What follows belongs to an exercise in optimizing a design on an open flow for small area; a production flow would make more cautious choices. RTL that was checked went through simulation tests only; none was proved equivalent to the original.

lane 1:
==> flow/design.v <==
package cordic_pkg;
   typedef enum logic {ROTATE = 1'b0, VECTOR = 1'b1} mode_e;
   localparam logic [15:0] CORDIC_GAIN = 16'hD2C9;
   localparam logic [31:0] QTR32  = 32'h4000_0000;
   localparam logic [31:0] HALF32 = 32'h8000_0000;
   localparam logic [31:0] TQTR32 = 32'hC000_0000;
   localparam logic [32*32-1:0] ATAN_TAB = {
      32'h0000_0000,   
      32'h0000_0001,   
      32'h0000_0001,   
      32'h0000_0003,   
      32'h0000_0005,   
      32'h0000_000A,   
      32'h0000_0014,   
      32'h0000_0029,   
      32'h0000_0051,   
      32'h0000_00A3,   
      32'h0000_0146,   
      32'h0000_028C,   
      32'h0000_0518,   
      32'h0000_0A30,   
      32'h0000_145F,   
      32'h0000_28BE,   
      32'h0000_517D,   
      32'h0000_A2FA,   
      32'h0001_45F3,   
      32'h0002_8BE6,   
      32'h0005_17CC,   
      32'h000A_2F98,   
      32'h0014_5F2F,   
      32'h0028_BE53,   
      32'h0051_7C55,   
      32'h00A2_F61E,   
      32'h0145_D7E1,   
      32'h028B_0D43,   
      32'h0511_11D4,   
      32'h09FB_385B,   
      32'h12E4_051E,   
      32'h2000_0000   
   };
endpackage
module cordic_addc
#(
   parameter int W = 18
) (
   input  logic [W-1:0] a,
   input  logic [W-1:0] b,
   input  logic         ci,
   output logic [W-1:0] s,
   output logic         co,
   output logic [W-1:0] c      
);
   localparam int N = W + 1;
   localparam int L = (N > 32) ? 6 : (N > 16) ? 5 : (N > 8) ? 4 : (N > 4) ? 3 : 2;
   logic [W-1:0]      hp;
   logic [L:0][N-1:0] g, p;
   assign hp   = a ^ b;
   assign g[0] = {a & b, ci};
   assign p[0] = {hp, 1'b0};
   for (genvar l = 0; l < L; l++) begin : g_lvl
      for (genvar i = 0; i < N; i++) begin : g_bit
         if (((i >> l) & 1) == 1) begin : g_op
            localparam int J = ((i >> l) << l) - 1;
            assign g[l+1][i] = g[l][i] | (p[l][i] & g[l][J]);
            assign p[l+1][i] = p[l][i] & p[l][J];
         end else begin : g_pass
            assign g[l+1][i] = g[l][i];
            assign p[l+1][i] = p[l][i];
         end
      end
   end
   assign c  = g[L][W-1:0];
   assign s  = hp ^ c;
   assign co = g[L][W];
endmodule
module cordic_addx
#(
   parameter int W  = 18,
   parameter int LO = 9
) (
   input  logic [W-1:0]  a,
   input  logic [LO-1:0] b,
   input  logic          bs,
   input  logic          ci,
   output logic [W-1:0]  s
);
   logic          c;
   logic [W-LO-1:0] ah, all1, all0;
   cordic_addc #(.W(LO)) u_lo (.a(a[LO-1:0]), .b(b), .ci(ci), .s(s[LO-1:0]), .co(c), .c());
   assign ah = a[W-1:LO];
   assign all1[0] = 1'b1;
   assign all0[0] = 1'b1;
   for (genvar j = 1; j < W - LO; j++) begin : g_chain
      assign all1[j] = all1[j-1] & ah[j-1];
      assign all0[j] = all0[j-1] & !ah[j-1];
   end
   assign s[W-1:LO] = ah ^ (c ? (all1 & {(W-LO){!bs}}) : (all0 & {(W-LO){bs}}));
endmodule
module cordic_stage
#(
   parameter int W     = 18,
   parameter int PW    = 32,
   parameter int SHIFT = 1
) (
   input  logic                clk,
   input  logic                mode_i,
   input  logic signed [W-1:0] x_i,
   input  logic signed [W-1:0] y_i,
   input  logic [PW-1:0]       z_i,
   output logic                mode_o,
   output logic signed [W-1:0] x_o,
   output logic signed [W-1:0] y_o,
   output logic [PW-1:0]       z_o
);
   localparam logic [PW-1:0] ATAN = PW'(cordic_pkg::ATAN_TAB[32*SHIFT +: 32] >> (32 - PW));
   localparam int XLO = W - SHIFT;
   logic          cw;
   logic [W-1:0]  x_d, y_d;
   logic [PW-1:0] z_d;
   assign cw = mode_i ? !y_i[W-1] : z_i[PW-1];
   cordic_addx #(.W(W), .LO(XLO)) u_ax (
      .a(x_i), .b(y_i[W-1:SHIFT] ^ {XLO{!cw}}), .bs(y_i[W-1] ^ !cw), .ci(!cw), .s(x_d));
   cordic_addx #(.W(W), .LO(XLO)) u_ay (
      .a(y_i), .b(x_i[W-1:SHIFT] ^ {XLO{cw}}),  .bs(x_i[W-1] ^ cw),  .ci(cw),  .s(y_d));
   logic [PW-1:0] cp, cm;
   cordic_addc #(.W(PW)) u_zp (.a(z_i), .b(ATAN),  .ci(1'b0), .s(), .co(), .c(cp));
   cordic_addc #(.W(PW)) u_zm (.a(z_i), .b(~ATAN), .ci(1'b1), .s(), .co(), .c(cm));
   assign z_d = z_i ^ ATAN ^ (cw ? cp : ~cm);
   always_ff @(posedge clk) begin
      mode_o <= mode_i;
      x_o    <= x_d;
      y_o    <= y_d;
      z_o    <= z_d;
   end
endmodule
module cordic_nco_rotator
#(
   parameter int IN_W    = 16,
   parameter int OUT_W   = 22,
   parameter int PHASE_W = 32,
   parameter int STAGES  = 16
) (
   input  logic                      clk,
   input  logic                      rst_n,
   input  logic                      in_valid,
   input  logic                      mode,
   input  logic signed [IN_W-1:0]    xin,
   input  logic signed [IN_W-1:0]    yin,
   input  logic        [PHASE_W-1:0] phase_step,
   input  logic                      phase_load,
   input  logic        [PHASE_W-1:0] phase_init,
   output logic                      out_valid,
   output logic                      out_mode,
   output logic signed [OUT_W-1:0]   xout,
   output logic signed [OUT_W-1:0]   yout,
   output logic        [PHASE_W-1:0] phase_out
);
   localparam int W = IN_W + 2;
   logic [PHASE_W-1:0] acc_q, acc_d, p;
   assign p     = phase_load ? phase_init : acc_q;
   assign acc_d = p + (phase_step & {PHASE_W{in_valid}});
   always_ff @(posedge clk or negedge rst_n) begin
      if (!rst_n) acc_q <= '0;
      else        acc_q <= acc_d;
   end
   logic [STAGES:0] vld_q;
   always_ff @(posedge clk or negedge rst_n) begin
      if (!rst_n) vld_q <= '0;
      else        vld_q <= {vld_q[STAGES-1:0], in_valid};
   end
   logic                   m0_q;
   logic signed [IN_W-1:0] x0_q, y0_q;
   logic [PHASE_W-1:0]     p0_q;
   always_ff @(posedge clk) begin
      m0_q <= mode;
      x0_q <= xin;
      y0_q <= yin;
      p0_q <= p;
   end
   logic signed [W-1:0] xe, ye, s_sum, d_sum, u, v, x1, y1;
   logic                nx, yz, d0;
   logic [1:0]          q;
   logic [PHASE_W-1:0]  z1;
   assign xe = {{(W-IN_W){x0_q[IN_W-1]}}, x0_q};
   assign ye = {{(W-IN_W){y0_q[IN_W-1]}}, y0_q};
   assign nx = x0_q[IN_W-1];
   assign yz = (y0_q == '0);
   assign d0 = nx ? (y0_q[IN_W-1] | yz) : !y0_q[IN_W-1];
   assign q  = m0_q ? {nx ^ d0, d0} : p0_q[PHASE_W-1 -: 2];
   cordic_addc #(.W(W)) u_s (.a(xe), .b(ye),  .ci(1'b0), .s(s_sum), .co(), .c());
   cordic_addc #(.W(W)) u_d (.a(xe), .b(~ye), .ci(1'b1), .s(d_sum), .co(), .c());
   assign u = q[0] ? s_sum : d_sum;
   assign v = q[0] ? d_sum : s_sum;
   cordic_addc #(.W(W)) u_nx (.a(u ^ {W{q[1] ^ q[0]}}), .b({W{1'b0}}), .ci(q[1] ^ q[0]), .s(x1), .co(), .c());
   cordic_addc #(.W(W)) u_ny (.a(v ^ {W{q[1]}}),        .b({W{1'b0}}), .ci(q[1]),      .s(y1), .co(), .c());
   always_comb begin
      if (m0_q) begin
         case (q)
            2'b00:   z1 = 32'hE000_0000;
            2'b11:   z1 = 32'h2000_0000;
            2'b01:   z1 = 32'hA000_0000;
            default: z1 = 32'h6000_0000;
         endcase
      end else begin
         z1 = {{3{!p0_q[29]}}, p0_q[28:0]};
      end
   end
   logic [STAGES-1:0]             m_c;
   logic [STAGES-1:0][W-1:0]      x_c, y_c;
   logic [STAGES-1:0][PHASE_W-1:0] z_c;
   always_ff @(posedge clk) begin
      m_c[0] <= m0_q;
      x_c[0] <= x1;
      y_c[0] <= y1;
      z_c[0] <= z1;
   end
   for (genvar i = 1; i < STAGES; i++) begin : g_stage
      cordic_stage #(
         .W     (W),
         .PW    (PHASE_W),
         .SHIFT (i)
      ) u_stage (
         .clk    (clk),
         .mode_i (m_c[i-1]),
         .x_i    (x_c[i-1]),
         .y_i    (y_c[i-1]),
         .z_i    (z_c[i-1]),
         .mode_o (m_c[i]),
         .x_o    (x_c[i]),
         .y_o    (y_c[i]),
         .z_o    (z_c[i])
      );
   end
   assign out_valid = vld_q[STAGES];
   assign out_mode  = m_c[STAGES-1];
   assign xout      = {{(OUT_W-W){x_c[STAGES-1][W-1]}}, x_c[STAGES-1]};
   assign yout      = {{(OUT_W-W){y_c[STAGES-1][W-1]}}, y_c[STAGES-1]};
   assign phase_out = z_c[STAGES-1];
endmodule
clock: 4.6 ns
lec_check: 0
cap_margin: 20
core_margin: 2
core_utilization: 80
cts_buf_list: sky130_fd_sc_hd__clkbuf_8
cts_cluster_diameter: 70
cts_cluster_size: 16
place_density: 0.85
slew_margin: 20
standard.sh (not shown) runs the stock make flow with config.mk's settings and CLKGATE_MAP_FILE= SYNTH_SCRIPT=/design/flow/synth_recipe.tcl, a recipe that flattens the netlist after the stock synthesis.
==> flow/flow/run.sh <==
#!/bin/bash
set -e
export CTS_ARGS="-sink_clustering_enable -repair_clock_nets -buf_list {sky130_fd_sc_hd__clkbuf_8} -sink_clustering_size 16 -sink_clustering_max_diameter 70 -dont_use_dummy_load"
export BUFFER_PORTS_ARGS="-buffer_cell sky130_fd_sc_hd__buf_1"
cp standard.sh standard_sh.log
bash standard.sh finish > standard.log 2>&1
## Diff of input files: lane 2 against lane 1
==> flow/design.v, changed modules only <==
module cordic_addx
#(
   parameter int W  = 18,
   parameter int LO = 9
) (
   input  logic [W-1:0]  a,
   input  logic [LO-1:0] b,
   input  logic          bs,
   input  logic          ci,
   output logic [W-1:0]  s
);
   logic          c;
   logic [W-LO-1:0] ah, all1, all0;
   cordic_addc #(.W(LO)) u_lo (.a(a[LO-1:0]), .b(b), .ci(ci), .s(s[LO-1:0]), .co(c), .c());
   assign ah = a[W-1:LO];
   localparam int H  = W - LO;
   localparam int HL = (H > 16) ? 5 : (H > 8) ? 4 : (H > 4) ? 3 : (H > 2) ? 2 : 1;
   logic [HL:0][H-1:0] t1, t0;
   if (H > 1) begin : g_init
      assign t1[0] = {ah[H-2:0], 1'b1};
      assign t0[0] = {~ah[H-2:0], 1'b1};
   end else begin : g_init1
      assign t1[0] = 1'b1;
      assign t0[0] = 1'b1;
   end
   for (genvar l = 0; l < HL; l++) begin : g_lvl
      for (genvar j = 0; j < H; j++) begin : g_bit
         if (((j >> l) & 1) == 1) begin : g_op
            localparam int J = ((j >> l) << l) - 1;
            assign t1[l+1][j] = t1[l][j] & t1[l][J];
            assign t0[l+1][j] = t0[l][j] & t0[l][J];
         end else begin : g_pass
            assign t1[l+1][j] = t1[l][j];
            assign t0[l+1][j] = t0[l][j];
         end
      end
   end
   assign all1 = t1[HL];
   assign all0 = t0[HL];
   assign s[W-1:LO] = ah ^ (c ? (all1 & {(W-LO){!bs}}) : (all0 & {(W-LO){bs}}));
endmodule
[summary]
The synthesized area on lane 2 is in line with that on lane 1. Longest individual stage delay on the worst path, lane 1 and lane 2: smaller value in lane 2. Lane 2 ends up with a non-clock buffer count that is 7 lower than in lane 1. Between lane 2 and lane 1, the final instance area does not differ in any meaningful way. Count of inverters not on the clock network in the layout was lower in lane 2 than in lane 1. | met3 wire length | lower: lane 1 |. Taking lane 1 as the reference, in lane 2 cell depth of the worst setup path picked up an extra 4, share of synthesized area spent on multiplexers neither gained nor lost much, total length of routed wires neither gained nor lost much, area of the die neither gained nor lost much.


main:
cordic_nco_rotator, a different RTL version from the one above (not shown whole).
For scale: roughly 180 I/O pins, roughly 69000 sq um of cells after synthesis.
==> module cordic_stage, before the edit <==
module cordic_stage
#(
   parameter int W     = 18,
   parameter int PW    = 32,
   parameter int SHIFT = 1
) (
   input  logic                clk,
   input  logic                mode_i,
   input  logic signed [W-1:0] x_i,
   input  logic signed [W-1:0] y_i,
   input  logic [PW-1:0]       z_i,
   output logic                mode_o,
   output logic signed [W-1:0] x_o,
   output logic signed [W-1:0] y_o,
   output logic [PW-1:0]       z_o
);
   localparam logic [PW-1:0] ATAN = PW'(cordic_pkg::ATAN_TAB[32*SHIFT +: 32] >> (32 - PW));
   localparam int ZLO = (ATAN >= 32'h1000_0000) ? 29 : (ATAN >= 32'h0800_0000) ? 28 :
                        (ATAN >= 32'h0400_0000) ? 27 : (ATAN >= 32'h0200_0000) ? 26 :
                        (ATAN >= 32'h0100_0000) ? 25 : (ATAN >= 32'h0080_0000) ? 24 :
                        (ATAN >= 32'h0040_0000) ? 23 : (ATAN >= 32'h0020_0000) ? 22 :
                        (ATAN >= 32'h0010_0000) ? 21 : (ATAN >= 32'h0008_0000) ? 20 :
                        (ATAN >= 32'h0004_0000) ? 19 : (ATAN >= 32'h0002_0000) ? 18 :
                        (ATAN >= 32'h0001_0000) ? 17 : (ATAN >= 32'h0000_8000) ? 16 :
                        (ATAN >= 32'h0000_4000) ? 15 : 14;
   localparam int XLO = W - SHIFT;
   logic          cw;
   logic [W-1:0]  x_d, y_d;
   logic [PW-1:0] z_d;
   assign cw = mode_i ? !y_i[W-1] : z_i[PW-1];
   cordic_addx #(.W(W), .LO(XLO)) u_ax (
      .a(x_i), .b(y_i[W-1:SHIFT] ^ {XLO{!cw}}), .bs(y_i[W-1] ^ !cw), .ci(!cw), .s(x_d));
   cordic_addx #(.W(W), .LO(XLO)) u_ay (
      .a(y_i), .b(x_i[W-1:SHIFT] ^ {XLO{cw}}),  .bs(x_i[W-1] ^ cw),  .ci(cw),  .s(y_d));
   cordic_addc #(.W(PW)) u_az (.a(z_i), .b(ATAN ^ {PW{!cw}}), .ci(!cw), .s(z_d), .co());
   always_ff @(posedge clk) begin
      mode_o <= mode_i;
      x_o    <= x_d;
      y_o    <= y_d;
      z_o    <= z_d;
   end
endmodule
export LEC_CHECK = 0
export CAP_MARGIN = 20
export CORE_MARGIN = 2
export CORE_UTILIZATION = 60
export CTS_BUF_LIST = sky130_fd_sc_hd__clkbuf_8 sky130_fd_sc_hd__clkbuf_16
export CTS_CLUSTER_DIAMETER = 100
export CTS_CLUSTER_SIZE = 20
export SLEW_MARGIN = 20
create_clock -name core_clock -period 4.6 [get_ports {clk}]
run.sh (not shown) runs the stock make flow with config.mk's settings and CLKGATE_MAP_FILE= SYNTH_SCRIPT=/design/flow/synth_recipe.tcl, a recipe that flattens the netlist after the stock synthesis.
Stock flow here: none of the scripts above is used.
#### Input delta (the feature branch over main)
-- flow/design.v --
<<< main, line 150
   cordic_addx #(.W(W), .LO(XLO)) u_ay (
      .a(y_i), .b(x_i[W-1:SHIFT] ^ {XLO{cw}}),  .bs(x_i[W-1] ^ cw),  .ci(cw),  .s(y_d));
   cordic_addc #(.W(PW)) u_az (.a(z_i), .b(ATAN ^ {PW{!cw}}), .ci(!cw), .s(z_d), .co());
   always_ff @(posedge clk) begin
      mode_o <= mode_i;
>>> the feature branch, line 150
   cordic_addx #(.W(W), .LO(XLO)) u_ay (
      .a(y_i), .b(x_i[W-1:SHIFT] ^ {XLO{cw}}),  .bs(x_i[W-1] ^ cw),  .ci(cw),  .s(y_d));
   cordic_addx #(.W(PW), .LO(ZLO)) u_az (
      .a(z_i), .b(ATAN[ZLO-1:0] ^ {ZLO{!cw}}), .bs(!cw), .ci(!cw), .s(z_d));
   always_ff @(posedge clk) begin
      mode_o <= mode_i;
Notes after the runs:
Fraction of the mapped netlist area in compound gates delta for the feature branch relative to main: 2.3 points lower. main reports its source of the critical timing path as y0_q[4] while the feature branch reports g_stage[13].u_stage.mode_o. Compared the feature branch against main; footprint of the flip-flops and latches within noise. Looking at design area across both flows, the feature branch is the stronger of the two, with main trailing. [the feature branch vs main] number of setup violations in the final report: higher in the feature branch. Compared with main, in the feature branch number of combinational gates with multiple inputs went down 333; gate count after technology mapping went down 4.9%. Although the feature branch finished all stages, its layout failed final checks on negative setup slack. Sequential share of layout area up 1.2 points in the feature branch wrt main. Final RePlAce weighted congestion of the feature branch is on par with main. The feature branch — worst hold slack 0.18 ns higher, main as reference. Quantity of I/O buffers inserted on ports of main is on par with the feature branch.
The RTL of the feature branch was laid out without a check of its function.

port drivers added, routing unchanged:
In the flow no input, the clock included, has a driving cell. The finished layouts below were timed again as built, in two steps. Step 1: set_driving_cell puts a clkbuf_16 on clk and a buf_2 on each other input, an assumption about the parent block. Step 2 also shifts input and output timing later by t, the mid clock arrival at the registers, as if the neighbouring blocks saw the same clock. Three values: ideal ports, drivers, drivers and shift; two values: the first two.
run	t (ns)	setup WS [ns]	worst register clock-pin slew, ns
lane 1	0.778	0.376 / 0.376 / 0.023	0.11 / 0.11
lane 2	0.770	0.206 / 0.206 / 0.057	0.11 / 0.11
main	0.738	0.291 / 0.291 / 0.007	0.09 / 0.09
the feature branch	0.708	-0.206 / -0.206 / -0.206	0.09 / 0.09
The setup slack of lane 1, which loses most, moves by 0.000 ns with the drivers and by -0.353 ns with both steps.
